What follows belongs to an exercise in optimizing a design on an open flow for small area, a short achievable clock period and few clock cycles per item; a production flow would make more cautious choices.
Where RTL was checked, it was by simulation tests only, not by an equivalence proof against the original.
Function not checked in runs 3 and 4: the RTL went through the layout flow alone.
No activity file was given, so power comes from the tool's default toggle rates.

==> design.v <==
package aud_dma_pkg;
    typedef enum logic [1:0] {
        ST_IDLE = 2'd0,
        ST_REQ  = 2'd1,
        ST_DATA = 2'd2
    } dma_state_t;
    localparam logic [2:0]  AXI_SIZE_64    = 3'd3;
    localparam logic [1:0]  AXI_BURST_INCR = 2'b01;
    localparam int unsigned BYTES_PER_BEAT = 8;
    function automatic logic [31:0] burst_bytes(input logic [4:0] beats);
        burst_bytes = {27'd0, beats} * BYTES_PER_BEAT;
    endfunction
endpackage
module aud_smp_gate #(
    parameter int              ID_W   = 4,
    parameter logic [ID_W-1:0] AXI_ID = 1
) (
    input  logic            rvalid,
    input  logic [ID_W-1:0] rid,
    input  logic            smp_ready,
    input  logic [1:0]      oc,
    output logic            smp_valid,
    output logic            rready
);
    assign smp_valid = rvalid & (oc != 2'd0) & (rid == AXI_ID);
    assign rready    = smp_ready & (oc != 2'd0);
endmodule
module audio_rd_dma #(
    parameter int              ID_W        = 4,
    parameter logic [ID_W-1:0] AXI_ID      = 1,
    parameter int              BURST_BEATS = 8,
    parameter int              FIFO_DEPTH  = 32
) (
    input  logic            gclk,
    input  logic            gresetn,
    input  logic            cfg_start,
    input  logic            cfg_stop,
    input  logic [31:0]     cfg_base,
    input  logic [15:0]     cfg_words,
    input  logic            cfg_loop,
    output logic            busy,
    output logic            done,
    output logic            err,
    output logic [ID_W-1:0] aid,
    output logic [31:0]     aaddr,
    output logic            avalid,
    output logic            awrite,
    output logic [3:0]      alen,
    output logic [2:0]      asize,
    output logic [1:0]      aburst,
    input  logic            aready,
    input  logic [ID_W-1:0] rid,
    input  logic [63:0]     rdata,
    input  logic            rlast,
    input  logic            rvalid,
    output logic            rready,
    output logic [63:0]     smp_data,
    output logic            smp_valid,
    input  logic            smp_ready
);
    localparam logic [1:0] MAX_OUT = 2'd3;
    logic [25:0] aaddr_r;      
    logic [12:0] whi_r;        
    logic [2:0]  llen_r;       
    logic [12:0] rem_r;        
    logic        full_s;       
    logic        lastq_r;      
    logic        loop_r;
    logic        busy_r, done_r, err_r, stop_r, avalid_r;
    logic        prd_r;        
    logic [1:0]  oc_r;         
    logic [2:0]  db_r;         
    logic        start_s, stop_now_s, acc_s, act_s, beat_s, id_ok_s;
    logic        last_burst_s, last_exp_s, cmp_s;
    logic        nat_end_s, stop_end_s, restart_s, adv_s;
    logic [12:0] addr_b_s;
    logic        addr_ci_s;
    logic [14:0] lo_sum_s;
    logic [12:0] hi_nxt_s;
    logic        hi_fix_r;     
    logic [12:0] rem_nxt_s;
    assign full_s     = (llen_r == 3'd7);
    assign start_s    = cfg_start & ~busy_r;
    assign stop_now_s = busy_r & (cfg_stop | stop_r);
    assign acc_s      = avalid_r & aready;
    assign act_s      = (oc_r != 2'd0);
    assign id_ok_s    = (rid == AXI_ID);
    assign beat_s     = rvalid & smp_ready & act_s;
    assign last_burst_s = prd_r & (oc_r == 2'd1);
    assign last_exp_s   = (db_r == 3'd7) | (last_burst_s & (db_r == llen_r));
    assign cmp_s        = beat_s & last_exp_s;
    assign nat_end_s  = cmp_s & last_burst_s & ~loop_r;
    assign stop_end_s = stop_now_s & ~avalid_r & (oc_r == 2'd0);
    assign restart_s  = busy_r & prd_r & loop_r & (oc_r == 2'd0);
    assign addr_b_s  = prd_r ? ~whi_r : 13'd0;
    assign addr_ci_s = prd_r ? full_s : 1'b1;
    assign lo_sum_s  = {1'b0, aaddr_r[12:0], 1'b1} + {1'b0, addr_b_s, addr_ci_s};
    assign hi_nxt_s  = hi_fix_r ? aaddr_r[25:13] - 13'd1 : aaddr_r[25:13] + 13'd1;
    assign rem_nxt_s = prd_r ? whi_r : rem_r - 13'd1;
    assign adv_s     = acc_s | restart_s;
    always_ff @(posedge gclk or negedge gresetn) begin
        if (!gresetn) begin
            busy_r   <= 1'b0;
            done_r   <= 1'b0;
            err_r    <= 1'b0;
            stop_r   <= 1'b0;
            avalid_r <= 1'b0;
            prd_r    <= 1'b0;
            oc_r     <= 2'd0;
            db_r     <= 3'd0;
            hi_fix_r <= 1'b0;
        end else begin
            hi_fix_r <= restart_s & ~lo_sum_s[14];
            case ({acc_s, cmp_s})
                2'b10:   oc_r <= oc_r + 2'd1;
                2'b01:   oc_r <= oc_r - 2'd1;
                default: oc_r <= oc_r;
            endcase
            stop_r <= ~start_s & (stop_r | cfg_stop);
            if (start_s) begin
                busy_r   <= (cfg_words != 16'd0);
                done_r   <= (cfg_words == 16'd0);
                err_r    <= 1'b0;
                avalid_r <= (cfg_words != 16'd0);
                prd_r    <= 1'b0;
            end else begin
                busy_r <= busy_r & ~nat_end_s & ~stop_end_s;
                done_r <= nat_end_s & ~stop_now_s;
                if (beat_s & (~id_ok_s | (rlast != last_exp_s))) begin
                    err_r <= 1'b1;
                end
                if (avalid_r) begin
                    avalid_r <= ~aready;
                end else begin
                    avalid_r <= busy_r & ~stop_now_s & ~prd_r & (oc_r != MAX_OUT);
                end
                if (acc_s & lastq_r) begin
                    prd_r <= 1'b1;
                end else if (restart_s) begin
                    prd_r <= 1'b0;
                end
            end
            if (beat_s) begin
                db_r <= last_exp_s ? 3'd0 : db_r + 3'd1;
            end
        end
    end
    always_ff @(posedge gclk) begin
        if (start_s) begin
            aaddr_r <= cfg_base[31:6];
            whi_r   <= cfg_words[15:3];
            llen_r  <= cfg_words[2:0] - 3'd1;
            rem_r   <= cfg_words[15:3];
            lastq_r <= (cfg_words[15:3] == {12'd0, (cfg_words[2:0] == 3'd0)});
            loop_r  <= cfg_loop;
        end else if (adv_s) begin
            aaddr_r[12:0] <= lo_sum_s[13:1];
            if (~prd_r & (&aaddr_r[12:0])) begin
                aaddr_r[25:13] <= hi_nxt_s;
            end
            rem_r   <= rem_nxt_s;
            lastq_r <= (rem_nxt_s == {12'd0, full_s});
        end else if (hi_fix_r) begin
            aaddr_r[25:13] <= hi_nxt_s;
        end
    end
    assign busy      = busy_r;
    assign done      = done_r;
    assign err       = err_r;
    assign aid       = AXI_ID;
    assign aaddr     = {aaddr_r, 6'd0};
    assign avalid    = avalid_r;
    assign awrite    = 1'b0;
    assign alen      = lastq_r ? {1'b0, llen_r} : 4'd7;
    assign asize     = aud_dma_pkg::AXI_SIZE_64;
    assign aburst    = aud_dma_pkg::AXI_BURST_INCR;
    assign smp_data  = rdata;
    aud_smp_gate u_gate (
        .rvalid    (rvalid),
        .rid       (rid),
        .smp_ready (smp_ready),
        .oc        (oc_r),
        .smp_valid (smp_valid),
        .rready    (rready)
    );
endmodule
==> flow/run.sh <==
#!/bin/bash
# Layout with the standard.sh (ORFS), with these changes:
#  - synthesis runs flow/my_synth.tcl: synth_recipe.tcl's steps (same Yosys
#    synth -nofsm -noshare, flatten and renaming), except the ABC calls: the
#    design is mapped with flow/abc_map.script, and the small combinational
#    module aud_smp_gate (kept as its own module until the final flatten via
#    SYNTH_KEEP_MODULES) with flow/abc_gate.script; no adder map. Registers
#    are mapped exactly as in the standard synthesis;
#  - port buffers are buf_1, tie cells are not duplicated, CTS settings.
# Output goes to standard.log (ORFS keeps per-step logs under orfs/logs).
set -euo pipefail
export MY_ABC_SCRIPT=$PWD/flow/abc_map.script MY_GATE_SCRIPT=$PWD/flow/abc_gate.script
bash standard.sh SYNTH_SCRIPT=$PWD/flow/my_synth.tcl SYNTH_KEEP_MODULES=aud_smp_gate ADDER_MAP_FILE= SKIP_REPAIR_TIE_FANOUT=1 BUFFER_PORTS_ARGS="-buffer_cell sky130_fd_sc_hd__buf_1" CTS_ARGS="-sink_clustering_enable -repair_clock_nets -dont_use_dummy_load -buf_list sky130_fd_sc_hd__clkbuf_8 -sink_clustering_size 50 -sink_clustering_max_diameter 300" finish > standard.log 2>&1
==> flow/abc_gate.script <==
strash; dch; map -D 50
==> flow/abc_map.script <==
&get -n; &st; &dch; &nf -D 1500; &put
==> flow/my_synth.tcl <==
proc synth {args} { yosys synth -nofsm -noshare {*}$args }
# ABC mapping: the design with flow/abc_map.script; the sample-path gating
# module (kept apart by SYNTH_KEEP_MODULES until the flatten below) with
# flow/abc_gate.script, a delay-driven mapping.
proc abc {args} {
  set i [lsearch -exact $args -script]
  set j [lsearch -exact $args -D]
  if {$j >= 0} { set args [lreplace $args $j [expr {$j+1}]] }
  set main [lreplace $args [expr {$i+1}] [expr {$i+1}] $::env(MY_ABC_SCRIPT)]
  set gate [lreplace $args [expr {$i+1}] [expr {$i+1}] $::env(MY_GATE_SCRIPT)]
  puts "MYABC main: $main"
  yosys abc {*}$main $::env(DESIGN_NAME)
  puts "MYABC gate: $gate"
  yosys abc {*}$gate aud_smp_gate
}
source $::env(SCRIPTS_DIR)/synth.tcl
# left out here: clear keep_hierarchy, flatten, clean up, hide names made inside functions, write 1_2_yosys.v
==> standard.sh <==
#!/bin/bash
# synth_recipe.tcl (not shown) runs the flow's synth.tcl, then flattens the netlist and writes it again
# the make line also repeats each setting of config.mk as NAME=value (left out here)
make -C /OpenROAD-flow-scripts/flow DESIGN_CONFIG=/design/flow/config.mk WORK_HOME=/design/flow/orfs CLKGATE_MAP_FILE= SYNTH_SCRIPT=/design/flow/synth_recipe.tcl "${@:-finish}"
==> config.mk <==
export PLATFORM = sky130hd
export DESIGN_NAME = audio_rd_dma
export DESIGN_NICKNAME = audio_rd_dma
export VERILOG_FILES = /design/flow/design.v
export SDC_FILE = /design/flow/constraint.sdc
export NUM_CORES = 4
export LEC_CHECK = 0
export CAP_MARGIN = 20
export CORE_MARGIN = 2
export CORE_UTILIZATION = 60
export SETUP_SLACK_MARGIN = 2.8
export SLEW_MARGIN = 20
==> constraint.sdc <==
create_clock -name core_clock -period 5.5 [get_ports {gclk}]
set_input_delay 1.1000 -clock core_clock [delete_from_list [all_inputs] [get_ports {gclk}]]
set_output_delay 1.1000 -clock core_clock [all_outputs]
set_load 0.01 [all_outputs]
==> reports/results.tsv, run 1 <==
metric	value	unit
yosysUniqueCellTypes	46	
cts_tree	built	
num_io_pins	241	
tns	0	ns
port_buffers	89	
clock.fmax	376	MHz
htree_levels	3	
die_x	93.6	µm
grt_max_degree	45	
crit_fanout	2	
maxSlewViolCount	0	
drt.antenna.violating_nets	0	
diodes	0	
drc	0	
syn_to_final_growth	0.442	%
start_util	62.0	%
slew-limit-headroom	50.1	%
postCtsSetupBuffers	0	
fp.dieH	93.6	µm
utilization	62.3	%
power_density	568	nW/µm²
cts-root-buf	clkbuf_8	
avgSynthCellArea	9.30	µm²
finalSetupViolCount	0	
finalHoldViolCount	0	
crit_arrival	1.56	ns
hold_path_class	reg -> reg	
irDropWorstVdd	0.226	mV
worstMarginPinSlew	0.747	ns
p_leak	1.63	nW
rsz0062_at_grt	yes	
hold_buffers	0	
drt-initial-drc-count	188	
critPathKind	in -> out	
fin_area	4840	µm²
period_minus_slack	2.66	ns
viasPerCell	5.89	
placed_area	4690	µm²
endpoint_kind	primary output	
overflow	0	
grt_pass1_vias	3671	
dp_slack	2.29	ns
dp_cells	628	
start_kind	primary input	
status	finished clean	
instances_no_fill	638	
syn_inst	518	
dp_hpwl	8430	µm
period_share	48.3	%
cts_num_sinks	69	
synth_edf_count	57	
synthesis.area	4820	µm²
grt_util_all_layers	26.8	%
synth_warnings	1	
num_vias	3759	
antenna_found_initial	0	
nets	663	
num_rows	32	
clkTransAtPathRegs	0.08	ns
wl_per_cell	18.2	µm
place.gp.congestion	0.867	
numCtsBuffers	9	
async_flop_share	17.4	%
drv_cap	0	
timing.final.ws_setup	2.84	ns
dominantRegCellSynth	edfxtp_1	
synth-seq-cells	69	
worstPathRequired	4.40	ns
drt_pass1_iterations	6	
clock_latency	0.34	ns
ys_seq_area_share	41.8	%
design.core.area	7770	µm²
fin_worst_skew	0.0251	ns
grt_pass1_wl	18300	µm
wirelength	11600	µm
clock_path_buffers	2	
syn_nets	643	
dieArea	8760	µm²
drive_gt1_share	3.54	%
-- state kept, by name, summed over array words and instances, names as in the netlist --
signal    cells
aaddr_r      26
rem_r        13
whi_r        13
db_r          3
llen_r        3
oc_r          2
avalid_r      1
busy_r        1
done_r        1
err_r         1
hi_fix_r      1
lastq_r       1
loop_r        1
prd_r         1
stop_r        1
-- placed cells by master, fill, tap and decap left out, drive strengths merged, types with 3 or more instances in the layout --
master / netlist / routed
nor3: 6 / 6
edfxtp: 57 / 57
nor2b: 11 / 11
o31ai: 5 / 5
o41ai: 4 / 4
or3: 3 / 3
nand4: 7 / 7
clkinv: 5 / 5
nand2b: 7 / 8
xor2: 22 / 22
nand3: 7 / 7
a21oi: 39 / 39
clkbuf: 0 / 10
dfrtp: 12 / 12
or2: 4 / 4
nand2: 43 / 43
or4: 4 / 4
and3: 3 / 3
xnor2: 44 / 44
maj3: 5 / 5
nor2: 58 / 58
a21o: 5 / 5
o21ai: 41 / 41
and3b: 3 / 3
o21a: 6 / 6
nor4: 5 / 5
a31oi: 7 / 7
buf: 81 / 88
-- per-module statistics from Yosys (local to each module, per instance) --
module / copies in the design / cells
aud_smp_gate: 1 / 6
audio_rd_dma: 1 / 512
-- synth_stat cells (6+ instances only) --
library cell	n	area share (%)
buf_4	81	13
nor2_1	58	4.5
edfxtp_1	57	36
xnor2_1	44	8.0
nand2_1	43	3.4
o21ai_0	41	4.3
a21oi_1	39	4.1
xor2_1	22	4.0
dfrtp_1	12	6.2
nor2b_1	11	1.4
a31oi_1	7	0.91
nand2b_1	7	0.91
nand3_1	7	0.73
nand4_1	7	0.91
nor3_1	6	0.62
o21a_1	6	0.94
-- path summary, 6_finish.rpt --
path	from	end	slack (ns)	cells after the start
max reg2reg	prd_r$_DFFE_PN0P_	aaddr_r[12]$_DFFE_PP_	2.96	7
min in group asynchronous	gresetn	busy_r$_DFF_PN0_	0.77	1
min reg2reg	err_r$_DFFE_PN0P_	err_r$_DFFE_PN0P_	0.50	2
max in group asynchronous	gresetn	prd_r$_DFFE_PN0P_	4.19	1
min	err_r$_DFFE_PN0P_	err_r$_DFFE_PN0P_	0.50	2
max	rid[3]	smp_valid	2.84	5
-- timing repair --
action                                  CTS  global route
hold endpoints to repair                  0             0
endpoints found under the setup margin   23             7
pin swaps                                 0             0
gates cloned                              1             0
resized for setup                         3             5
-- layer usage --
metal | global-route usage [%] | vias up | wire length, µm
met5 | 0 | - | 0
met4 | 8.33 | 0 | 242
met3 | 5.72 | 32 | 953
met2 | 44.5 | 179 | 5550
met1 | 35.3 | 1736 | 4860
li1 | - | 1812 | -
-- power by group --
part | switching, mW | internal [mW]
registers | 0.246 | 0.881
logic | 0.779 | 0.529
clock network | 0.168 | 0.146
-- metrics by stage --
| stage | hold WS (ns) | total power [mW] |
|---|---|---|
| after global placement | 0.480 | 2.38 |
| after CTS | 0.506 | 2.75 |
| after floorplan | 0.477 | 2.11 |
| after global routing | 0.553 | 2.98 |
| after detailed placement | 0.487 | 2.42 |
| final | 0.499 | 2.75 |
-- logic make-up (layout without fill, tap and decap cells) --
group	count (synthesis)	count (layout)	synth area share, %
other	2	2	0.156
buffers and inverters	86	103	13.0
adders and majority gates	5	5	1.04
and+or+nand+nor	169	170	16.9
xor gates and xnor gates	66	66	12.0
muxes	1	1	0.234
DFF	69	69	41.8
AOI/OAI and AO/OA	120	120	14.9
-- cell type report --
class	instances	area (µm²)
clock buffers	9	124
fillers	698	2930
inverters	5	23.8
multi-input cells	364	2210
flip-flops and latches	69	2020
well taps	102	128
repair buffers	89	335
-- critical path, cell delays in order --
cell and delay (ns):
buf_1 0.08, nor2_1 0.09, nand3_1 0.07, nor2_1 0.08
clkbuf_2 0.13
Testbench counts, summed over its fixed seeds: cycles 12,335, items 9,450.
==> run 2, diff against run 1 <==
--- a/flow/run.sh
+++ b/flow/run.sh
@@ -10,4 +10,4 @@
 # Output goes to standard.log (ORFS keeps per-step logs under orfs/logs).
 set -euo pipefail
 export MY_ABC_SCRIPT=$PWD/flow/abc_map.script MY_GATE_SCRIPT=$PWD/flow/abc_gate.script
-bash standard.sh SYNTH_SCRIPT=$PWD/flow/my_synth.tcl SYNTH_KEEP_MODULES=aud_smp_gate ADDER_MAP_FILE= SKIP_REPAIR_TIE_FANOUT=1 BUFFER_PORTS_ARGS="-buffer_cell sky130_fd_sc_hd__buf_1" CTS_ARGS="-sink_clustering_enable -repair_clock_nets -dont_use_dummy_load -buf_list sky130_fd_sc_hd__clkbuf_8 -sink_clustering_size 50 -sink_clustering_max_diameter 300" finish > standard.log 2>&1
+bash standard.sh SYNTH_SCRIPT=$PWD/flow/my_synth.tcl SYNTH_KEEP_MODULES=aud_smp_gate ADDER_MAP_FILE= SKIP_REPAIR_TIE_FANOUT=1 BUFFER_PORTS_ARGS="-buffer_cell sky130_fd_sc_hd__buf_1" CTS_ARGS="-repair_clock_nets -dont_use_dummy_load -buf_list sky130_fd_sc_hd__clkbuf_8" finish > standard.log 2>&1
==> run 2 against run 1 <==
  * Global-route usage unchanged
  * Setup slack stayed put
  * Hold slack is the same
  * Synthesized cell count stayed put
  * Core utilization did not move
  * Count of clock-buffer cells in the layout unchanged
  * Sequential power about the same
  * Critical path type unchanged
==> reports/results.tsv, run 2 <==
metric	value	unit
most-common-layout-cells	buf_1 (88), nor2_1 (58), edfxtp_1 (57)	
drt.antenna.violating_nets	0	
synth_area_leaders	edfxtp_1 (36%), buf_4 (13%), xnor2_1 (8.0%)	
cts_tree	built	
num_rows	32	
finalHoldViolCount	0	
crit_path_max_incr_delay	0.13	ns
dieArea	8760	µm²
grt_pass1_vias	3671	
grt_pass1_wl	18300	µm
p_clk_share	11.4	%
busiest_layer	met2	
async_flop_share	17.4	%
clock_path_buffers	2	
synth_top_area_share	35.5	%
numCtsBuffers	9	
crit_start	rid[3]	
path_buf_inv	2	
dp_slack	2.29	ns
slew-limit-headroom	50.1	%
final_common_cell	buf_1	
largestRegisters	aaddr_r x26, rem_r x13, whi_r x13	
htree_levels	3	
design.core.area	7770	µm²
cpLargestDelayFamily	simple AND/OR/NAND/NOR gates	
start_kind	primary input	
clock_latency	0.34	ns
num_vias	3759	
switchingPower	1.19	mW
p_comb_share	47.6	%
tns	0	ns
crit_chain	buf_1, nor2_1, nand3_1, nor2_1, clkbuf_2	
syn_inst	518	
power_density	568	nW/µm²
die_x	93.6	µm
period_share	48.3	%
synth_top_cell_by_area	edfxtp_1	
num_io_pins	241	
endpoint_kind	primary output	
worstHoldStart	err_r$_DFFE_PN0P_	
crit_arrival	1.56	ns
worstMarginPinSlew	0.747	ns
synth_warnings	1	
synth_commonest_cells	buf_4 (81), nor2_1 (58), edfxtp_1 (57), xnor2_1 (44), nand2_1 (43)	
drt-initial-drc-count	188	
crit_fanout	2	
hold_buffers	0	
grt_max_degree	45	
viasPerCell	5.89	
drc	0	
cts_num_sinks	69	
drv_cap	0	
regMostFlops	aaddr_r	
drive_gt1_share	3.54	%
worstPathRequired	4.40	ns
cts-root-buf	clkbuf_8	
status	finished clean	
maxSlewViolCount	0	
critPathKind	in -> out	
hold_path_class	reg -> reg	
internal_power	1.56	mW
drt_pass1_iterations	6	
largest_reg_flops	26	
overflow	0	
nets	663	
place.gp.congestion	0.867	
grt_util_met3	5.72	%
timing.final.ws_setup	2.84	ns
syn_nets	643	
seqPwrFrac	41.0	%
grt_util_all_layers	26.8	%
synth_edf_count	57	
dp_hpwl	8430	µm
diodes	0	
rsz0062_at_grt	yes	
yosysMostFrequentCell	buf_4	
wl_per_cell	18.2	µm
dominantRegCellSynth	edfxtp_1	
avgSynthCellArea	9.30	µm²
antenna_found_initial	0	
r2r-start	prd_r$_DFFE_PN0P_	
clkTransAtPathRegs	0.08	ns
port_buffers	89	
wirelength	11600	µm
clock.fmax	376	MHz
irDropWorstVdd	0.226	mV
swShare	43.4	%
grtUsageMet1	35.3	%
fin_worst_skew	0.0251	ns
p_leak	1.63	nW
syn_to_final_growth	0.442	%
crit_top_cell	nor2_1	
use_met2	44.5	%
period_minus_slack	2.66	ns
cpMaxStageDelayCell	clkbuf_2	
ys_seq_area_share	41.8	%
fp.dieH	93.6	µm
start_util	62.0	%
finalSetupViolCount	0	
synth-seq-cells	69	
num-fill-cells	698	
yosysUniqueCellTypes	46	
synthesis.area	4820	µm²
[run 2: cell counts after synthesis]
Identical to the previous run, type by type.
[run 2: repair_timing]
action | CTS | global route
buffers inserted | 0 | 0
gates cloned | 1 | 0
resized for setup | 3 | 5
endpoints found under the setup margin | 23 | 7
[run 2: area by class of cell]
class,instances,area (µm²),area share [%]
well taps,102,128,2.64
inverters,5,23.8,0.491
repair buffers,89,335,6.93
clock buffers,9,124,2.56
multi-input cells,364,2210,45.7
flip-flops and latches,69,2020,41.7
[run 2: through the flow]
step           instances  instance area (µm²)  utilization [%]  power, mW  hold slack, ns
2_1_floorplan        518                 4830                -       2.11           0.477
3_3_place_gp         628                 4690             60.3       2.38           0.480
3_5_place_dp         628                 4690             60.3       2.42           0.487
4_1_cts              638                 4820             62.1       2.75           0.506
5_1_grt              638                 4840             62.3       2.98           0.553
6_report             638                 4840             62.3       2.75           0.499
[run 2: path summary, 6_finish.rpt]
kind / end / slack (ns) / depth (start not counted)
setup reg to reg: aaddr_r[12]$_DFFE_PP_ / 2.96 / 7
max in group asynchronous: prd_r$_DFFE_PN0P_ / 4.19 / 1
min in group asynchronous: busy_r$_DFF_PN0_ / 0.77 / 1
setup / recovery: smp_valid / 2.84 / 5
hold reg to reg: err_r$_DFFE_PN0P_ / 0.50 / 2
hold / removal: err_r$_DFFE_PN0P_ / 0.50 / 2
[run 2: cells by family after synthesis]
group / after synthesis / share of synthesized area [%]
AOI/OAI and AO/OA: 120 / 14.9
xor gates and xnor gates: 66 / 12.0
adders and majority gates: 5 / 1.04
buffers and inverters: 86 / 13.0
DFF: 69 / 41.8
muxes: 1 / 0.234
other: 2 / 0.156
and+or+nand+nor: 169 / 16.9
[run 2: per-module statistics from Yosys (local to each module, per instance)]
module	cells	cell area [µm²]	flip-flops and latches	copies in the design
audio_rd_dma	512	4790	69	1
aud_smp_gate	6	28.8	0	1
[run 2: worst reg2reg max path, cell delays in order, from the launching register on]
cell	delay (ns)
dfrtp_4	0.60
nor2b_1	0.26
xnor2_1	0.14
o31ai_1	0.51
a21oi_1	0.24
o221ai_1	0.27
xor2_1	0.17
a21oi_1	0.08
[run 2: routing by layer]
layer  part of all wire [%]  vias up
li1                       -     1812
met1                     42     1736
met2                     48      179
met3                    8.2       32
met4                    2.1        0
met5                      0        -
[run 2: power by group through the flow]
| stage | Clock, mW | Sequential (mW) | Combinational [mW] |
|---|---|---|---|
| after floorplan | 0 | 1.10 | 1.01 |
| after global placement | 0 | 1.12 | 1.26 |
| after detailed placement | 0 | 1.13 | 1.29 |
| after CTS | 0.320 | 1.12 | 1.31 |
| after global routing | 0.341 | 1.16 | 1.47 |
| final | 0.314 | 1.13 | 1.31 |
==> run 3, diff against run 2 <==
--- a/design.v
+++ b/design.v
@@ -59,7 +59,9 @@
     input  logic            smp_ready
 );
     localparam logic [1:0] MAX_OUT = 2'd3;
-    logic [25:0] aaddr_r;      
+    logic [12:0] alo_r;        
+    logic [12:0] ahi_r;        
+    logic        wrap_r;       
     logic [12:0] whi_r;        
     logic [2:0]  llen_r;       
     logic [12:0] rem_r;        
@@ -76,8 +78,6 @@
     logic [12:0] addr_b_s;
     logic        addr_ci_s;
     logic [14:0] lo_sum_s;
-    logic [12:0] hi_nxt_s;
-    logic        hi_fix_r;     
     logic [12:0] rem_nxt_s;
     assign full_s     = (llen_r == 3'd7);
     assign start_s    = cfg_start & ~busy_r;
@@ -94,8 +94,7 @@
     assign restart_s  = busy_r & prd_r & loop_r & (oc_r == 2'd0);
     assign addr_b_s  = prd_r ? ~whi_r : 13'd0;
     assign addr_ci_s = prd_r ? full_s : 1'b1;
-    assign lo_sum_s  = {1'b0, aaddr_r[12:0], 1'b1} + {1'b0, addr_b_s, addr_ci_s};
-    assign hi_nxt_s  = hi_fix_r ? aaddr_r[25:13] - 13'd1 : aaddr_r[25:13] + 13'd1;
+    assign lo_sum_s  = {1'b0, alo_r, 1'b1} + {1'b0, addr_b_s, addr_ci_s};
     assign rem_nxt_s = prd_r ? whi_r : rem_r - 13'd1;
     assign adv_s     = acc_s | restart_s;
     always_ff @(posedge gclk or negedge gresetn) begin
@@ -108,9 +107,7 @@
             prd_r    <= 1'b0;
             oc_r     <= 2'd0;
             db_r     <= 3'd0;
-            hi_fix_r <= 1'b0;
         end else begin
-            hi_fix_r <= restart_s & ~lo_sum_s[14];
             case ({acc_s, cmp_s})
                 2'b10:   oc_r <= oc_r + 2'd1;
                 2'b01:   oc_r <= oc_r - 2'd1;
@@ -147,28 +144,26 @@
     end
     always_ff @(posedge gclk) begin
         if (start_s) begin
-            aaddr_r <= cfg_base[31:6];
+            alo_r   <= cfg_base[18:6];
+            ahi_r   <= cfg_base[31:19];
+            wrap_r  <= 1'b0;
             whi_r   <= cfg_words[15:3];
             llen_r  <= cfg_words[2:0] - 3'd1;
             rem_r   <= cfg_words[15:3];
             lastq_r <= (cfg_words[15:3] == {12'd0, (cfg_words[2:0] == 3'd0)});
             loop_r  <= cfg_loop;
         end else if (adv_s) begin
-            aaddr_r[12:0] <= lo_sum_s[13:1];
-            if (~prd_r & (&aaddr_r[12:0])) begin
-                aaddr_r[25:13] <= hi_nxt_s;
-            end
+            alo_r   <= lo_sum_s[13:1];
+            wrap_r  <= ~prd_r & (wrap_r | (&alo_r));
             rem_r   <= rem_nxt_s;
             lastq_r <= (rem_nxt_s == {12'd0, full_s});
-        end else if (hi_fix_r) begin
-            aaddr_r[25:13] <= hi_nxt_s;
         end
     end
     assign busy      = busy_r;
     assign done      = done_r;
     assign err       = err_r;
     assign aid       = AXI_ID;
-    assign aaddr     = {aaddr_r, 6'd0};
+    assign aaddr     = {ahi_r + {12'd0, wrap_r}, alo_r, 6'd0};
     assign avalid    = avalid_r;
     assign awrite    = 1'b0;
     assign alen      = lastq_r ? {1'b0, llen_r} : 4'd7;
--- a/flow/run.sh
+++ b/flow/run.sh
@@ -10,4 +10,4 @@
 # Output goes to standard.log (ORFS keeps per-step logs under orfs/logs).
 set -euo pipefail
 export MY_ABC_SCRIPT=$PWD/flow/abc_map.script MY_GATE_SCRIPT=$PWD/flow/abc_gate.script
-bash standard.sh SYNTH_SCRIPT=$PWD/flow/my_synth.tcl SYNTH_KEEP_MODULES=aud_smp_gate ADDER_MAP_FILE= SKIP_REPAIR_TIE_FANOUT=1 BUFFER_PORTS_ARGS="-buffer_cell sky130_fd_sc_hd__buf_1" CTS_ARGS="-repair_clock_nets -dont_use_dummy_load -buf_list sky130_fd_sc_hd__clkbuf_8" finish > standard.log 2>&1
+bash standard.sh SYNTH_SCRIPT=$PWD/flow/my_synth.tcl SYNTH_KEEP_MODULES=aud_smp_gate ADDER_MAP_FILE= SKIP_REPAIR_TIE_FANOUT=1 BUFFER_PORTS_ARGS="-buffer_cell sky130_fd_sc_hd__buf_1" CTS_ARGS="-sink_clustering_enable -repair_clock_nets -dont_use_dummy_load -buf_list sky130_fd_sc_hd__clkbuf_8" finish > standard.log 2>&1
--- a/config.mk
+++ b/config.mk
@@ -8,5 +8,5 @@
 export CAP_MARGIN = 20
 export CORE_MARGIN = 2
 export CORE_UTILIZATION = 60
-export SETUP_SLACK_MARGIN = 2.8
+export SETUP_SLACK_MARGIN = 2.6
 export SLEW_MARGIN = 20
==> run 3 against run 2 <==
  * Area after synthesis decreased by 5.0%
  * Cell area decreased by 2.8%
  * Die area is 4.8% lower
  * Cell count fell by 7.2%
==> reports/results.tsv, run 3 <==
metric	value	unit
htree_levels	3	
irDropWorstVdd	0.253	mV
ys_seq_area_share	43.9	%
yosysUniqueCellTypes	45	
crit_arrival	1.76	ns
clock_latency	0.34	ns
synth-seq-cells	69	
cts_tree	built	
maxSlewViolCount	0	
hold_buffers	0	
drive_gt1_share	6.90	%
dominantRegCellSynth	edfxtp_1	
overflow	0	
cpLargestDelayFamily	simple AND/OR/NAND/NOR gates	
syn_nets	593	
avgSynthCellArea	9.78	µm²
swShare	41.8	%
period_minus_slack	2.86	ns
wirelength	9760	µm
num_vias	3401	
synth_commonest_cells	buf_4 (81), edfxtp_1 (57), nor2_1 (44), xnor2_1 (39), nand2_1 (37)	
worstPathRequired	4.40	ns
nets	620	
clkTransAtPathRegs	0.07	ns
antenna_found_initial	0	
num_rows	31	
synthesis.area	4580	µm²
worstMarginPinSlew	0.634	ns
clock_path_buffers	2	
synth_top_area_share	37.4	%
drt-initial-drc-count	197	
cpMaxStageDelayCell	edfxtp_1	
wl_per_cell	16.5	µm
dp_slack	2.28	ns
crit_chain	nand3_4, nor2_4, and4_4, nand3_4, nor2_4, nand3_2, xnor2_1, buf_2	
place.gp.congestion	0.890	
grt_pass1_wl	15400	µm
hold_path_class	reg -> reg	
power_density	536	nW/µm²
slew-limit-headroom	57.7	%
cts-root-buf	clkbuf_8	
drt.antenna.violating_nets	0	
seqPwrFrac	41.6	%
cts_num_sinks	69	
finalHoldViolCount	0	
async_flop_share	15.9	%
grt_max_degree	58	
synth_edf_count	57	
drt_pass1_iterations	5	
yosysMostFrequentCell	buf_4	
p_clk_share	12.6	%
diodes	0	
grt_util_all_layers	23.6	%
start_kind	flop	
finalSetupViolCount	0	
period_share	51.9	%
tns	0	ns
internal_power	1.47	mW
worst-path-stages	8	
path_buf_inv	1	
syn_inst	468	
endpoint_kind	primary output	
timing.final.ws_setup	2.64	ns
num-fill-cells	631	
p_total	2.52	mW
clock.fmax	350	MHz
syn_to_final_growth	2.76	%
hold_path_depth	2	
r2r.worst_path.cells	7	
die_x	91.3	µm
reg2reg_slack	2.72	ns
switchingPower	1.05	mW
status	finished clean	
crit_fanout	3	
num_io_pins	241	
dp_hpwl	7230	µm
dieArea	8340	µm²
drc	0	
design.core.area	7330	µm²
p_leak	1.61	nW
drv_cap	0	
fin_worst_skew	0.0199	ns
viasPerCell	5.74	
most-common-layout-cells	buf_1 (86), edfxtp_1 (57), nor2_1 (42)	
synth_warnings	1	
start_util	62.4	%
port_buffers	89	
synth_top_cell_by_area	edfxtp_1	
critPathKind	reg -> out	
crit_path_max_incr_delay	0.39	ns
rsz0062_at_grt	yes	
grt_pass1_vias	3337	
fp.dieH	91.3	µm
synth_area_leaders	edfxtp_1 (37%), buf_4 (13%), xnor2_1 (7.5%)	
final_common_cell	buf_1	
numCtsBuffers	9	
p_comb_share	45.8	%
run 3: cell count changes after synthesis, moves of 4 or more:
cell and delta:
a21oi_1 -12, and3b_1 +4, maj3_1 +5, nand2_1 -6, nand3_1 +4, nor2_1 -14
o21ai_0 -18, xnor2_1 -5
run 3: Yosys stat by module (local to each module, per instance):
| module | cells | flops+latches | times used |
|---|---|---|---|
| audio_rd_dma | 462 | 69 | 1 |
| aud_smp_gate | 6 | 0 | 1 |
run 3: tightest hold or removal path, stage by stage, from the launching register on:
cell     delay (ns)
dfrtp_1        0.34
a21oi_1        0.04
nor2_1         0.08
run 3: final timing paths:
path / from / endpoint
worst max-delay path: ahi_r[1]$_DFFE_PP_ / aaddr[31]
worst min-delay path: err_r$_DFFE_PN0P_ / err_r$_DFFE_PN0P_
worst max register to register: rem_r[1]$_DFFE_PP_ / rem_r[12]$_DFFE_PP_
worst min register to register: err_r$_DFFE_PN0P_ / err_r$_DFFE_PN0P_
max in group asynchronous: gresetn / prd_r$_DFFE_PN0P_
min in group asynchronous: gresetn / avalid_r$_DFF_PN0_
run 3: per-layer routing:
| layer | wire [µm] | track usage (%) | share of wire, % |
|---|---|---|---|
| met5 | 0 | 0 | 0 |
| met4 | 361 | 13.4 | 3.7 |
| met3 | 552 | 4.40 | 5.7 |
| met2 | 4740 | 39.6 | 49 |
| met1 | 4110 | 28.4 | 42 |
run 3: power by group through the flow:
| stage | Clock (mW) | Combinational (mW) | Sequential (mW) |
|---|---|---|---|
| global placement | 0 | 1.12 | 1.05 |
| CTS | 0.321 | 1.15 | 1.04 |
| floorplan | 0 | 0.877 | 1.04 |
| global route | 0.341 | 1.29 | 1.08 |
| detailed placement | 0 | 1.13 | 1.05 |
| finish | 0.318 | 1.15 | 1.05 |
run 3: cell type report:
cell class / count / area [µm²] / area share (%)
Sequential cell: 69 / 2010 / 42.8
Multi-Input combinational cell: 311 / 2010 / 42.8
Timing Repair Buffer: 97 / 402 / 8.54
Clock buffer: 9 / 124 / 2.63
Tap cell: 99 / 124 / 2.63
Inverter: 7 / 31.3 / 0.665
run 3: per-stage QoR:
step,area (µm²),utilization (%),std cells,hold slack [ns]
after detailed placement,4450,60.7,577,0.489
after CTS,4650,63.4,591,0.505
final,4700,64.1,592,0.505
after floorplan,4590,-,468,0.467
after global routing,4700,64.1,592,0.535
after global placement,4450,60.7,577,0.480
run 3: what timing repair did:
action                     4_1_cts  5_1_grt
setup buffers                    5        1
setup endpoints to repair        8       38
resized for setup               12       13
pin swaps                        4        2
run 3: logic make-up (layout without fill, tap and decap cells):
family                   after synthesis  count (layout)  share of synthesized area, %
adder cells (fa/ha/maj)               10              10                          2.19
multiplexers                           2               2                         0.465
XOR/XNOR                              58              58                          11.1
flip-flops                            69              69                          43.9
buffers and inverters                 88             113                          13.9
AO/OA/AOI/OAI                         84              84                          11.1
AND/OR/NAND/NOR                      155             155                          17.3
other                                  2               2                         0.164
==> run 4, diff against run 3 <==
--- a/config.mk
+++ b/config.mk
@@ -8,5 +8,5 @@
 export CAP_MARGIN = 20
 export CORE_MARGIN = 2
 export CORE_UTILIZATION = 60
-export SETUP_SLACK_MARGIN = 2.6
+export SETUP_SLACK_MARGIN = 2.8
 export SLEW_MARGIN = 20
==> run 4 against run 3 <==
  * Still clean on timing, DRC and antenna
  * Cell count is 2.2% higher
  * Via count is 1.1% higher
  * Clock skew is 0.0056 ns lower
  * Sequential share of layout area is 1.5 points lower
  * Wire length is 14% higher
  * Critical path type unchanged
  * Largest power group unchanged
==> reports/results.tsv, run 4 <==
metric	value	unit
dp_hpwl	8200	µm
hold_path_class	reg -> reg	
die_x	91.3	µm
yosysUniqueCellTypes	45	
diodes	0	
wirelength	11100	µm
drive_gt1_share	12.6	%
endpoint_kind	primary output	
slew-limit-headroom	50.8	%
nets	633	
fp.dieH	91.3	µm
cts-root-buf	clkbuf_8	
grt_util_all_layers	27.2	%
synthesis.area	4580	µm²
clock.fmax	347	MHz
finalHoldViolCount	0	
utilization	66.6	%
clock_latency	0.34	ns
dieArea	8340	µm²
syn_inst	468	
num_rows	31	
finalSetupViolCount	0	
antenna_found_initial	0	
synth_edf_count	57	
fin_worst_skew	0.0143	ns
synth_area_leaders	edfxtp_1 (37%), buf_4 (13%), xnor2_1 (7.5%)	
clock_path_buffers	2	
rsz0062_at_grt	yes	
num_vias	3438	
maxSlewViolCount	0	
irDropWorstVdd	0.266	mV
final_common_cell	buf_1	
power_density	527	nW/µm²
numCtsBuffers	9	
worstPathRequired	4.40	ns
grt_pass1_vias	3384	
most-common-layout-cells	buf_1 (80), edfxtp_1 (57), nor2_1 (40)	
yosysMostFrequentCell	buf_4	
period_share	52.5	%
cts_num_sinks	69	
grt_pass1_wl	17400	µm
design.core.area	7330	µm²
synth-seq-cells	69	
p_leak	1.72	nW
num-fill-cells	639	
start_util	62.4	%
drt.antenna.violating_nets	0	
drv_cap	0	
avgSynthCellArea	9.78	µm²
crit_fanout	3	
synth_top_cell_by_area	edfxtp_1	
clkTransAtPathRegs	0.07	ns
grt_max_degree	58	
wl_per_cell	18.4	µm
crit_arrival	1.79	ns
drt_pass1_iterations	4	
viasPerCell	5.68	
status	finished clean	
synth_warnings	1	
port_buffers	89	
num_io_pins	241	
synth_commonest_cells	buf_4 (81), edfxtp_1 (57), nor2_1 (44), xnor2_1 (39), nand2_1 (37)	
syn_to_final_growth	6.64	%
dominantRegCellSynth	edfxtp_1	
htree_levels	3	
worstMarginPinSlew	0.737	ns
period_minus_slack	2.89	ns
drc	0	
ys_seq_area_share	43.9	%
async_flop_share	15.9	%
start_kind	flop	
tns	0	ns
cts_tree	built	
place.gp.congestion	0.953	
syn_nets	593	
overflow	0	
synth_top_area_share	37.4	%
drt-initial-drc-count	148	
critPathKind	reg -> out	
run 4: layout make-up:
cell class	count	area [µm²]	share of cell area, %
inverter	7	31.3	0.641
timing repair buffer	109	519	10.6
multi-input combinational	312	2070	42.4
tap	99	124	2.54
clock buffer	9	124	2.54
sequential	69	2010	41.2
run 4: per-layer routing:
layer  share of wire, %  track usage (%)
met1                 40             33.2
met2                 46             42.8
met3                 11             11.5
met4                2.2             9.47
met5               0.59             5.77
run 4: final timing paths:
path	startpoint	endpoint	slack [ns]	depth (start not counted)
min in group asynchronous	gresetn	oc_r[1]$_DFFE_PN0P_	0.73	1
setup reg to reg	rem_r[3]$_DFFE_PP_	rem_r[12]$_DFFE_PP_	2.81	7
max in group asynchronous	gresetn	prd_r$_DFFE_PN0P_	4.35	1
setup / recovery	ahi_r[0]$_DFFE_PP_	aaddr[31]	2.61	8
hold reg to reg	stop_r$_DFF_PN0_	stop_r$_DFF_PN0_	0.51	2
hold / removal	stop_r$_DFF_PN0_	stop_r$_DFF_PN0_	0.51	2
run 4: logic make-up after synthesis:
| family | Yosys count | synth area share (%) |
|---|---|---|
| other | 2 | 0.164 |
| AND/OR/NAND/NOR | 155 | 17.3 |
| AO/OA/AOI/OAI | 84 | 11.1 |
| flip-flops | 69 | 43.9 |
| adder cells (fa/ha/maj) | 10 | 2.19 |
| multiplexers | 2 | 0.465 |
| buffers and inverters | 88 | 13.9 |
| XOR/XNOR | 58 | 11.1 |
run 4: modules after synthesis, one instance, submodules excluded:
module,cells,copies in the design,flip-flops and latches,cell area [µm²]
audio_rd_dma,462,1,69,4550
aud_smp_gate,6,1,0,28.8
run 4: worst max-delay path, cell delays in order, from the launching register on:
cell	delay, ns
edfxtp_1	0.38
nand3_2	0.11
nor2_4	0.10
and4_4	0.23
nand3_4	0.09
nor2_4	0.14
nand3_2	0.11
xnor2_2	0.14
buf_2	0.15
run 4: power by group:
group          internal (mW)  switching, mW  total, mW
logic                  0.509          0.701       1.21
registers              0.846          0.201       1.05
clock network          0.146          0.171      0.317
run 4: metrics by stage:
| step | power, mW | hold slack [ns] | area (µm²) | worst slack (ns) | cells |
|---|---|---|---|---|---|
| after floorplan | 1.92 | 0.467 | 4600 | 2.82 | 468 |
| after global placement | 2.16 | 0.481 | 4460 | 2.29 | 576 |
| after detailed placement | 2.19 | 0.491 | 4460 | 2.21 | 576 |
| after CTS | 2.54 | 0.507 | 4750 | 2.59 | 596 |
| after global routing | 2.77 | 0.524 | 4880 | 2.52 | 605 |
| final | 2.57 | 0.507 | 4880 | 2.61 | 605 |
run 4: repair_timing:
| item | in CTS | in global routing |
|---|---|---|
| endpoints found under the setup margin | 39 | 14 |
| cloned | 1 | 0 |
| pin swaps | 8 | 8 |
| resized for setup | 26 | 20 |
| setup buffers | 10 | 9 |
| hold buffers | 0 | 0 |
==> run 5, diff against run 4 <==
--- a/design.v
+++ b/design.v
@@ -24,6 +24,13 @@
 );
     assign smp_valid = rvalid & (oc != 2'd0) & (rid == AXI_ID);
     assign rready    = smp_ready & (oc != 2'd0);
+endmodule
+module aud_addr_hi (
+    input  logic [12:0] base_hi,
+    input  logic        wrap,
+    output logic [12:0] addr_hi
+);
+    assign addr_hi = base_hi + {12'd0, wrap};
 endmodule
 module audio_rd_dma #(
     parameter int              ID_W        = 4,
@@ -62,6 +69,7 @@
     logic [12:0] alo_r;        
     logic [12:0] ahi_r;        
     logic        wrap_r;       
+    logic [12:0] addr_hi_s;
     logic [12:0] whi_r;        
     logic [2:0]  llen_r;       
     logic [12:0] rem_r;        
@@ -163,13 +171,18 @@
     assign done      = done_r;
     assign err       = err_r;
     assign aid       = AXI_ID;
-    assign aaddr     = {ahi_r + {12'd0, wrap_r}, alo_r, 6'd0};
+    assign aaddr     = {addr_hi_s, alo_r, 6'd0};
     assign avalid    = avalid_r;
     assign awrite    = 1'b0;
     assign alen      = lastq_r ? {1'b0, llen_r} : 4'd7;
     assign asize     = aud_dma_pkg::AXI_SIZE_64;
     assign aburst    = aud_dma_pkg::AXI_BURST_INCR;
     assign smp_data  = rdata;
+    aud_addr_hi u_addr_hi (
+        .base_hi (ahi_r),
+        .wrap    (wrap_r),
+        .addr_hi (addr_hi_s)
+    );
     aud_smp_gate u_gate (
         .rvalid    (rvalid),
         .rid       (rid),
==> flow/run.sh (replaced) <==
#!/bin/bash
# Layout with the standard.sh (ORFS), with these changes:
#  - synthesis runs flow/my_synth.tcl: synth_recipe.tcl's steps (same Yosys
#    synth -nofsm -noshare, flatten and renaming), except the ABC calls: the
#    design is mapped with flow/abc_map.script, and the small combinational
#    modules named in SYNTH_KEEP_MODULES (kept as modules of their own until
#    the final flatten) with flow/abc_gate.script; no adder map. Registers
#    are mapped exactly as in the standard synthesis;
#  - port buffers are buf_1, tie cells are not duplicated, CTS settings.
# Output goes to standard.log (ORFS keeps per-step logs under orfs/logs).
set -euo pipefail
export MY_ABC_SCRIPT=$PWD/flow/abc_map.script MY_GATE_SCRIPT=$PWD/flow/abc_gate.script
bash standard.sh SYNTH_SCRIPT=$PWD/flow/my_synth.tcl SYNTH_KEEP_MODULES="aud_smp_gate aud_addr_hi" ADDER_MAP_FILE= SKIP_REPAIR_TIE_FANOUT=1 BUFFER_PORTS_ARGS="-buffer_cell sky130_fd_sc_hd__buf_1" CTS_ARGS="-sink_clustering_enable -repair_clock_nets -dont_use_dummy_load -buf_list sky130_fd_sc_hd__clkbuf_8" finish > standard.log 2>&1
==> flow/my_synth.tcl (replaced) <==
proc synth {args} { yosys synth -nofsm -noshare {*}$args }
# ABC mapping: the design with flow/abc_map.script; the small combinational
# modules named in SYNTH_KEEP_MODULES (kept apart until the flatten below)
# with flow/abc_gate.script, a delay-driven mapping.
proc abc {args} {
  set i [lsearch -exact $args -script]
  set j [lsearch -exact $args -D]
  if {$j >= 0} { set args [lreplace $args $j [expr {$j+1}]] }
  set main [lreplace $args [expr {$i+1}] [expr {$i+1}] $::env(MY_ABC_SCRIPT)]
  set gate [lreplace $args [expr {$i+1}] [expr {$i+1}] $::env(MY_GATE_SCRIPT)]
  puts "MYABC main: $main"
  yosys abc {*}$main $::env(DESIGN_NAME)
  foreach m $::env(SYNTH_KEEP_MODULES) {
    puts "MYABC gate $m: $gate"
    yosys abc {*}$gate $m
  }
}
source $::env(SCRIPTS_DIR)/synth.tcl
# left out here: clear keep_hierarchy, flatten, clean up, hide names made inside functions, write 1_2_yosys.v
==> run 5 against run 4 <==
  * Hold slack worse by 0.0049 ns
  * Non-clock buffer count down 16
  * Flip-flop and latch count unchanged
  * Total power down 0.60%
  * Core utilization down 3.6 points
  * Global-route usage up 0.50 points
  * Critical endpoint is now smp_valid
  * Critical path depth down 3
  * Clock skew up 0.016 ns
  * Synthesized cell count up 6.6%
  * Fmax up 6.9%
  * Cell area down 1.9%
==> reports/results.tsv, run 5 <==
metric	value	unit
status	finished clean	
overflow	0	
cts_num_sinks	69	
drc	0	
finalHoldViolCount	0	
antenna_found_initial	0	
p_total	2.56	mW
timing.final.ws_setup	2.80	ns
design.core.area	7610	µm²
rsz0062_at_grt	yes	
wl_per_cell	18.7	µm
synth_commonest_cells	buf_4 (81), nor2_1 (60), edfxtp_1 (57), nand2_1 (52), a21oi_1 (37)	
dp_slack	2.34	ns
multi_input_area	2110	µm²
nets	647	
critPathKind	in -> out	
crit_chain	buf_8, nor2_4, nand3_2, nor2_1, buf_2	
crit_fanout	2	
dp_hpwl	8860	µm
cts_tree	built	
final_common_cell	buf_1	
dieArea	8480	µm²
instances_no_fill	622	
num_vias	3651	
ys_seq_area_share	43.1	%
syn_to_final_growth	2.88	%
htree_levels	3	
path_buf_inv	2	
cpMaxStageDelayCell	buf_2	
worstMarginPinSlew	0.650	ns
port_buffers	89	
synth_area_leaders	edfxtp_1 (37%), buf_4 (13%), dfrtp_1 (5.9%)	
num_rows	32	
drt_pass1_iterations	4	
grt_util_met3	13.0	%
synth_top_cell_by_area	edfxtp_1	
cpLargestDelayFamily	simple AND/OR/NAND/NOR gates	
synth_top_area_share	36.8	%
grt_max_degree	58	
fp.dieH	92.1	µm
irDropWorstVdd	0.302	mV
drt.antenna.violating_nets	0	
slew-limit-headroom	56.3	%
tns	0	ns
syn_inst	499	
yosysMostFrequentCell	buf_4	
period_share	49.1	%
most-common-layout-cells	buf_1 (86), edfxtp_1 (57), nor2_1 (54)	
wirelength	11700	µm
dominantRegCellSynth	edfxtp_1	
clock.fmax	370	MHz
yosysUniqueCellTypes	43	
start_kind	primary input	
grt_util_all_layers	27.7	%
maxSlewViolCount	0	
num-fill-cells	680	
clock_latency	0.34	ns
dp_cells	610	
drv_cap	0	
syn_nets	624	
drive_gt1_share	7.12	%
hold_path_class	reg -> reg	
grtUsageMet1	36.6	%
crit_path_max_incr_delay	0.13	ns
synth_edf_count	57	
cts-root-buf	clkbuf_8	
hold_buffers	0	
async_flop_share	15.9	%
drt-initial-drc-count	159	
grt_pass1_wl	18000	µm
endpoint_kind	primary output	
clkTransAtPathRegs	0.07	ns
period_minus_slack	2.70	ns
busiest_layer	met2	
use_met2	42.5	%
power_density	534	nW/µm²
utilization	62.9	%
seqCellArea	2010	µm²
synth_warnings	1	
synthesis.area	4650	µm²
p_leak	1.67	nW
grt_pass1_vias	3470	
finalSetupViolCount	0	
start_util	61.2	%
die_x	92.1	µm
numCtsBuffers	9	
num_io_pins	241	
avgSynthCellArea	9.33	µm²
fin_worst_skew	0.0299	ns
synth-seq-cells	69	
clock_path_buffers	2	
worstPathRequired	4.40	ns
crit_arrival	1.60	ns
place.gp.congestion	0.897	
diodes	0	
viasPerCell	5.87	
run 5: cell count changes after synthesis, sizes merged, moves of 3 or more:
cell,before,now
nor2,44,60
a31o,3,7
nand4,4,10
xnor2,39,30
nand2,37,52
nor4,7,10
a21oi,27,37
a31oi,8,4
run 5: kinds of logic after synthesis:
| group | synth area share [%] |
|---|---|
| adders and majority gates | 1.94 |
| xor gates and xnor gates | 8.84 |
| buffers and inverters | 13.6 |
| and+or+nand+nor | 20.2 |
| DFF | 43.1 |
| other | 0.161 |
| muxes | 0.215 |
| AOI/OAI and AO/OA | 11.9 |
run 5: final timing paths:
check,to,from,slack [ns],cells past startpoint
max,smp_valid,rid[2],2.80,5
min,err_r$_DFFE_PN0P_,err_r$_DFFE_PN0P_,0.50,2
max reg2reg,alo_r[12]$_DFFE_PP_,prd_r$_DFFE_PN0P_,2.94,8
min reg2reg,err_r$_DFFE_PN0P_,err_r$_DFFE_PN0P_,0.50,2
max in group asynchronous,prd_r$_DFFE_PN0P_,gresetn,4.31,1
min in group asynchronous,avalid_r$_DFF_PN0_,gresetn,0.75,1
run 5: modules after synthesis (local to each module, per instance):
module / area, µm² / flip-flops and latches
aud_addr_hi: 264 / 0
aud_smp_gate: 28.8 / 0
audio_rd_dma: 4360 / 69
run 5: repair_timing:
action                     in CTS  in global routing
hold endpoints to repair        0                  0
gates resized for setup         5                 31
buffers inserted                0                  3
setup endpoints to repair      36                 33
pin swaps                       0                  3
run 5: per-layer routing:
| layer | wire (µm) | up-vias |
|---|---|---|
| met5 | 0 | - |
| met2 | 5270 | 206 |
| met3 | 1320 | 6 |
| met1 | 5000 | 1700 |
| li1 | - | 1739 |
| met4 | 70 | 0 |
run 5: metrics by stage:
stage	instance area [µm²]	hold WS [ns]
3_5_place_dp	4530	0.489
6_report	4790	0.502
3_3_place_gp	4530	0.477
2_1_floorplan	4670	0.478
4_1_cts	4670	0.505
5_1_grt	4790	0.554
run 5: layout make-up:
class                   instances  share of cell area (%)
multi-input cells             342                    44.1
flip-flops and latches         69                    42.0
repair buffers                 93                    8.02
well taps                     102                    2.67
clock buffers                   9                    2.59
inverters                       7                   0.706
run 5: worst register-to-register path, stage by stage, from the launching register on:
cell,delay [ns]
dfrtp_2,0.48
buf_4,0.23
nor2b_2,0.21
maj3_1,0.35
a31o_1,0.24
a21oi_1,0.28
o21ai_1,0.20
xnor2_1,0.22
a21oi_1,0.09
run 5: where the power goes:
| group | switching [mW] | total (mW) | internal [mW] |
|---|---|---|---|
| combinational | 0.705 | 1.19 | 0.482 |
| clock | 0.169 | 0.315 | 0.146 |
| sequential | 0.210 | 1.06 | 0.846 |
Testbench counts of run 5, summed over its fixed seeds: cycles 12,335, items 9,450.
==> run 6, diff against run 5 <==
--- a/config.mk
+++ b/config.mk
@@ -8,5 +8,5 @@
 export CAP_MARGIN = 20
 export CORE_MARGIN = 2
 export CORE_UTILIZATION = 60
-export SETUP_SLACK_MARGIN = 2.8
+export SETUP_SLACK_MARGIN = 2.6
 export SLEW_MARGIN = 20
==> run 6 against run 5 <==
  * Core utilization down 1.5 points
  * Setup slack better by 0.0084 ns
  * Clock power about the same
  * Still clean
  * Global-route usage down 1.4 points
  * Fmax is 0.31% higher
  * Combinational power is 3% lower
==> reports/results.tsv, run 6 <==
metric	value	unit
drive_gt1_share	3.47	%
overflow	0	
drc	0	
drt-initial-drc-count	220	
irDropWorstVdd	0.232	mV
fp.dieH	92.1	µm
synth-simple-area-share	20.2	%
clkTransAtPathRegs	0.07	ns
synth_compound_area_share	11.9	%
crit_path_max_incr_delay	0.50	ns
cts_num_sinks	69	
instances_no_fill	620	
num_rows	32	
reg2reg_slack	2.81	ns
min_to	err_r$_DFFE_PN0P_	
synthXorXnorAreaFrac	8.84	%
drv_cap	0	
wl_per_cell	17.6	µm
synth_commonest_cells	buf_4 (81), nor2_1 (60), edfxtp_1 (57), nand2_1 (52), a21oi_1 (37)	
most-common-layout-cells	buf_1 (89), nor2_1 (59), edfxtp_1 (57)	
hold_path_class	reg -> reg	
rsz0062_at_grt	yes	
worstMarginPinSlew	0.624	ns
r2r_end	alo_r[8]$_DFFE_PP_	
crit_fanout	26	
design.core.area	7610	µm²
yosysUniqueCellTypes	43	
multi_input_area	2040	µm²
cts-root-buf	clkbuf_8	
grt_pass1_vias	3447	
syn_to_final_growth	0.457	%
synth_top_family_by_area	simple AND/OR/NAND/NOR gates	
slew-limit-headroom	58.4	%
holdWs	0.504	ns
maxSlewViolCount	0	
path_buf_inv	1	
hold_buffers	0	
dp_cells	611	
worstHoldStart	err_r$_DFFE_PN0P_	
antenna_found_initial	0	
fin_area	4680	µm²
clock_latency	0.34	ns
async_flop_share	15.9	%
cpLargestDelayFamily	compound AO/OA/AOI/OAI gates	
placed_area	4530	µm²
numCtsBuffers	9	
htree_levels	3	
drt_pass1_iterations	5	
nets	645	
wirelength	10900	µm
diodes	0	
grt_max_degree	58	
fin_worst_skew	0.0170	ns
worstPathRequired	5.58	ns
drt.antenna.violating_nets	0	
status	finished clean	
die_x	92.1	µm
period_minus_slack	2.69	ns
synth_fa_ha_area_share	1.94	%
synth_area_leaders	edfxtp_1 (37%), buf_4 (13%), dfrtp_1 (5.9%)	
grt_util_all_layers	26.3	%
num-fill-cells	707	
place.gp.congestion	0.905	
final_common_cell	buf_1	
r2r.worst_path.cells	8	
tns	0	ns
period_share	48.9	%
avgSynthCellArea	9.33	µm²
synth_warnings	1	
dp_hpwl	8480	µm
synth_edf_count	57	
viasPerCell	5.76	
p_leak	1.63	nW
synth-seq-cells	69	
yosysMostFrequentCell	buf_4	
dominantRegCellSynth	edfxtp_1	
critPathKind	reg -> reg	
cpMaxStageDelayCell	dfrtp_2	
ys_seq_area_share	43.1	%
crit_arrival	2.77	ns
start_kind	flop	
seqCellArea	2010	µm²
finalHoldViolCount	0	
synth_top_cell_by_area	edfxtp_1	
port_buffers	89	
clock_path_buffers	2	
p_total	2.51	mW
synthesis.area	4650	µm²
r2r-start	prd_r$_DFFE_PN0P_	
grt_pass1_wl	17300	µm
power_density	538	nW/µm²
cts_tree	built	
num_io_pins	241	
hold_path_depth	2	
syn_nets	624	
synth_top_area_share	36.8	%
num_vias	3574	
syn_inst	499	
finalSetupViolCount	0	
synthMuxAreaShare	0.215	%
crit_chain	buf_4, nor2b_1, xor2_1, a31o_1, a21oi_1, o21ai_0, xor2_1, a21oi_1	
endpoint_kind	flop	
start_util	61.2	%
dieArea	8480	µm²
clock.fmax	372	MHz
-- run 6: cell count changes in the layout (fill, tap and decap cells not counted), sizes merged --
cell	before	now
buf	92	91
clkbuf	10	9
clkinv	6	7
inv	1	0
-- run 6: how the worst max path moves through the flow --
| stage | to | slack (ns) | cells after the start | start |
|---|---|---|---|---|
| floorplan | alo_r[0]$_DFFE_PP_ | 2.61 | 2 | cfg_start |
| global placement | alo_r[10]$_DFFE_PP_ | 2.26 | 3 | cfg_start |
| detailed placement | alo_r[10]$_DFFE_PP_ | 2.22 | 3 | cfg_start |
| CTS | alo_r[9]$_DFFE_PP_ | 2.64 | 5 | cfg_start |
| global route | alo_r[8]$_DFFE_PP_ | 2.58 | 8 | prd_r$_DFFE_PN0P_ |
| finish | alo_r[8]$_DFFE_PP_ | 2.81 | 8 | prd_r$_DFFE_PN0P_ |
-- run 6: cell families (layout without fill, tap and decap cells) --
kind of cell | Yosys count | after routing
AO/OA/AOI/OAI | 91 | 91
XOR/XNOR | 47 | 47
adder cells (fa/ha/maj) | 9 | 9
buffers and inverters | 88 | 107
flip-flops | 69 | 69
multiplexers | 1 | 1
other | 2 | 2
AND/OR/NAND/NOR | 192 | 192
-- run 6: final cells by class --
type	count	share of cell area, %
multi-input combinational	342	43.5
tap	102	2.73
inverter	7	0.669
timing repair buffer	91	7.47
sequential	69	42.9
clock buffer	9	2.65
-- run 6: tightest hold or removal path: cells and delay by family (launching register included) --
kind,cells,cell delay [ns]
compound gates,1,0.04
simple gates,1,0.08
flops,1,0.35
-- run 6: where the power goes --
| part | internal (mW) | switching (mW) | leakage, nW |
|---|---|---|---|
| logic | 0.463 | 0.684 | 0.890 |
| clock network | 0.146 | 0.168 | 0.0647 |
| registers | 0.846 | 0.208 | 0.673 |
-- run 6: through the flow --
stage               utilization (%)  worst slack [ns]
finish                         61.5              2.81
global route                   61.5              2.58
CTS                            61.3              2.64
detailed placement             59.6              2.22
global placement               59.6              2.26
floorplan                         -              2.61
-- run 6: repair_timing --
action	in CTS	in global routing
pin swaps	0	0
endpoints found under the setup margin	28	19
setup buffers	0	0
gates resized for setup	2	4
-- run 6: per-module statistics from Yosys, one instance, submodules excluded --
module / cells / flops+latches / area, µm² / copies in the design
aud_addr_hi: 57 / 0 / 264 / 1
audio_rd_dma: 436 / 69 / 4360 / 1
aud_smp_gate: 6 / 0 / 28.8 / 1
-- run 6: per-layer routing --
metal	share of wire, %	wire, µm	GRT usage [%]
met5	0	0	2.56
met4	2.2	237	9.33
met3	9.5	1040	8.71
met2	44	4820	40.4
met1	44	4810	34.8
==> run 7, diff against run 6 <==
--- a/config.mk
+++ b/config.mk
@@ -8,5 +8,6 @@
 export CAP_MARGIN = 20
 export CORE_MARGIN = 2
 export CORE_UTILIZATION = 60
-export SETUP_SLACK_MARGIN = 2.6
+export GPL_TIMING_DRIVEN = 0
+export SETUP_SLACK_MARGIN = 2.7
 export SLEW_MARGIN = 20
==> run 7 against run 6 <==
  * Setup slack worse by 0.041 ns
  * Wire length is 10% higher
  * Sequential power about the same
  * Critical endpoint is now aaddr[25]
  * Largest power group unchanged
  * Register-to-register slack gained 0.03 ns
  * Global-route usage is 1.7 points higher
  * Highest routed layer unchanged
==> reports/results.tsv, run 7 <==
metric	value	unit
crit_chain	nand3_1, nor2_1, nor2_1, a21oi_1, buf_1	
r2r-start	prd_r$_DFFE_PN0P_	
diodes	0	
finalHoldViolCount	0	
synth_top_cell_by_area	edfxtp_1	
cts_tree	built	
fp.dieH	92.1	µm
clock_latency	0.35	ns
synth_edf_count	57	
synth_top_area_share	36.8	%
port_buffers	153	
crit_path_max_incr_delay	0.43	ns
power_density	470	nW/µm²
wirelength	12000	µm
dieArea	8480	µm²
yosysMostFrequentCell	buf_4	
min_to	err_r$_DFFE_PN0P_	
synth_commonest_cells	buf_4 (81), nor2_1 (60), edfxtp_1 (57), nand2_1 (52), a21oi_1 (37)	
crit_arrival	1.63	ns
reg2reg_slack	2.84	ns
syn_to_final_growth	18.8	%
cts_num_sinks	69	
crit_fanout	5	
fin_worst_skew	0.0243	ns
drt_pass1_iterations	5	
drv_cap	0	
ys_seq_area_share	43.1	%
viasPerCell	5.51	
wl_per_cell	15.7	µm
clkTransAtPathRegs	0.07	ns
num_io_pins	241	
period_share	49.7	%
final_common_cell	buf_1	
tns	0	ns
r2r.worst_path.cells	7	
status	finished clean	
drt-initial-drc-count	207	
period_minus_slack	2.73	ns
p_total	2.60	mW
place.gp.congestion	0.886	
design.core.area	7610	µm²
synth_area_leaders	edfxtp_1 (37%), buf_4 (13%), dfrtp_1 (5.9%)	
rsz0062_at_grt	yes	
drc	0	
irDropWorstVdd	0.268	mV
endpoint_kind	primary output	
grt_pass1_vias	3761	
num_vias	4207	
most-common-layout-cells	buf_1 (153), buf_4 (81), nor2_1 (58)	
clock.fmax	366	MHz
worstHoldStart	err_r$_DFFE_PN0P_	
overflow	0	
synth-seq-cells	69	
critPathKind	reg -> out	
p_leak	2.10	nW
htree_levels	3	
numCtsBuffers	9	
synth_warnings	1	
dp_hpwl	9450	µm
hold_path_class	reg -> reg	
yosysUniqueCellTypes	43	
maxSlewViolCount	0	
drt.antenna.violating_nets	0	
r2r_end	alo_r[12]$_DFFE_PP_	
start_kind	flop	
antenna_found_initial	0	
num_rows	32	
cts-root-buf	clkbuf_8	
worstMarginPinSlew	0.573	ns
grt_util_all_layers	28.0	%
crit_top_cell	nor2_1	
syn_inst	499	
postCtsSetupBuffers	0	
synthesis.area	4650	µm²
finalSetupViolCount	0	
nets	788	
clock_path_buffers	2	
drive_gt1_share	14.8	%
die_x	92.1	µm
cpMaxStageDelayCell	dfxtp_1	
worstPathRequired	4.40	ns
hold_path_depth	2	
slew-limit-headroom	61.8	%
avgSynthCellArea	9.33	µm²
async_flop_share	15.9	%
start_util	61.2	%
grt_pass1_wl	18600	µm
dominantRegCellSynth	edfxtp_1	
grt_max_degree	58	
syn_nets	624	
-- run 7: cell types whose count changed in the layout (fill, tap and decap cells not counted), sizes merged --
cell and delta:
buf +143
-- run 7: how the worst max path moves through the flow --
stage / startpoint / end / slack [ns]
CTS: prd_r$_DFFE_PN0P_ / alo_r[12]$_DFFE_PP_ / 2.70
global route: wrap_r$_SDFFE_PP0P_ / aaddr[25] / 2.67
detailed placement: prd_r$_DFFE_PN0P_ / alo_r[12]$_DFFE_PP_ / 2.31
floorplan: rid[3] / smp_valid / 2.99
global placement: prd_r$_DFFE_PN0P_ / alo_r[12]$_DFFE_PP_ / 2.34
finish: wrap_r$_SDFFE_PP0P_ / aaddr[25] / 2.77
-- run 7: worst max-delay path: cells and delay by family (launching register included) --
family / cells / cell delay [ns]
AOI/OAI and AO/OA: 1 / 0.12
DFF: 1 / 0.43
and+or+nand+nor: 3 / 0.57
buffers and inverters: 1 / 0.17
-- run 7: cell families after synthesis --
kind of cell               Yosys count  share of synthesized area (%)
other                                2                          0.161
buffers and inverters               88                           13.6
adders and majority gates            9                           1.94
DFF                                 69                           43.1
muxes                                1                          0.215
and+or+nand+nor                    192                           20.2
AOI/OAI and AO/OA                   91                           11.9
xor gates and xnor gates            47                           8.84
-- run 7: layer usage --
layer  track usage (%)  share of wire [%]
met5                 0                  0
met1              40.7                 45
met2              43.3                 47
met3              4.35                7.3
met4              8.96                1.3
-- run 7: power breakdown --
group / internal [mW] / total [mW] / switching [mW]
Combinational: 0.508 / 1.22 / 0.710
Sequential: 0.847 / 1.06 / 0.218
Clock: 0.146 / 0.315 / 0.169
Total: 1.50 / 2.60 / 1.10
-- run 7: per-module statistics from Yosys (local to each module, per instance) --
module / flops+latches / cell area (µm²) / copies in the design / cells
audio_rd_dma: 69 / 4360 / 1 / 436
aud_addr_hi: 0 / 264 / 1 / 57
aud_smp_gate: 0 / 28.8 / 1 / 6
-- run 7: through the flow --
step           util, %  cells  hold slack (ns)  worst slack, ns  area, µm²
2_1_floorplan        -    499            0.478             2.99       4670
3_3_place_gp      70.6    754            0.476             2.34       5370
3_5_place_dp      70.6    754            0.493             2.31       5370
4_1_cts           72.4    763            0.509             2.70       5500
5_1_grt           72.7    763            0.534             2.67       5530
6_report          72.7    763            0.508             2.77       5530
-- run 7: layout make-up --
type,count,area [µm²]
clock buffers,9,124
flip-flops and latches,69,2010
multi-input cells,342,2050
repair buffers,153,574
plain buffers,81,608
inverters,7,31.3
fillers,644,2080
well taps,102,128
-- run 7: timing repair --
action | in CTS | in global routing
resized for setup | 3 | 7
hold endpoints to repair | 0 | 0
hold buffers | 0 | 0
endpoints found under the setup margin | 26 | 17

static timing again, ports no longer ideal:
How much do the figures lean on ideal ports? The routed layouts below were timed once more, with nothing changed but the port constraints. Step 1: set_driving_cell puts a clkbuf_16 on gclk and a buf_2 on each other input, an assumption about the parent block. Step 2 moves the port delays by t, midway between the first and last clock arrival at a register: inputs arrive t later, outputs are due t later. That takes back most of the time a late clock gives input paths. a / b / c = ideal ports / drivers / drivers and shift; a / b = the first two.
| run | shift t [ns] | slack for setup (ns) | worst register clock-pin slew, ns |
|---|---|---|---|
| run 1 | 0.357 | 2.842 / 2.821 / 2.592 | 0.08 / 0.08 |
| run 2 | 0.357 | 2.842 / 2.821 / 2.592 | 0.08 / 0.08 |
| run 3 | 0.359 | 2.643 / 2.618 / 2.598 | 0.08 / 0.08 |
| run 4 | 0.362 | 2.615 / 2.586 / 2.773 | 0.07 / 0.07 |
| run 5 | 0.355 | 2.801 / 2.762 / 2.748 | 0.08 / 0.08 |
| run 6 | 0.365 | 2.809 / 2.791 / 2.657 | 0.07 / 0.07 |
| run 7 | 0.369 | 2.768 / 2.737 / 2.743 | 0.08 / 0.08 |
After both steps every run listed still meets setup and hold.
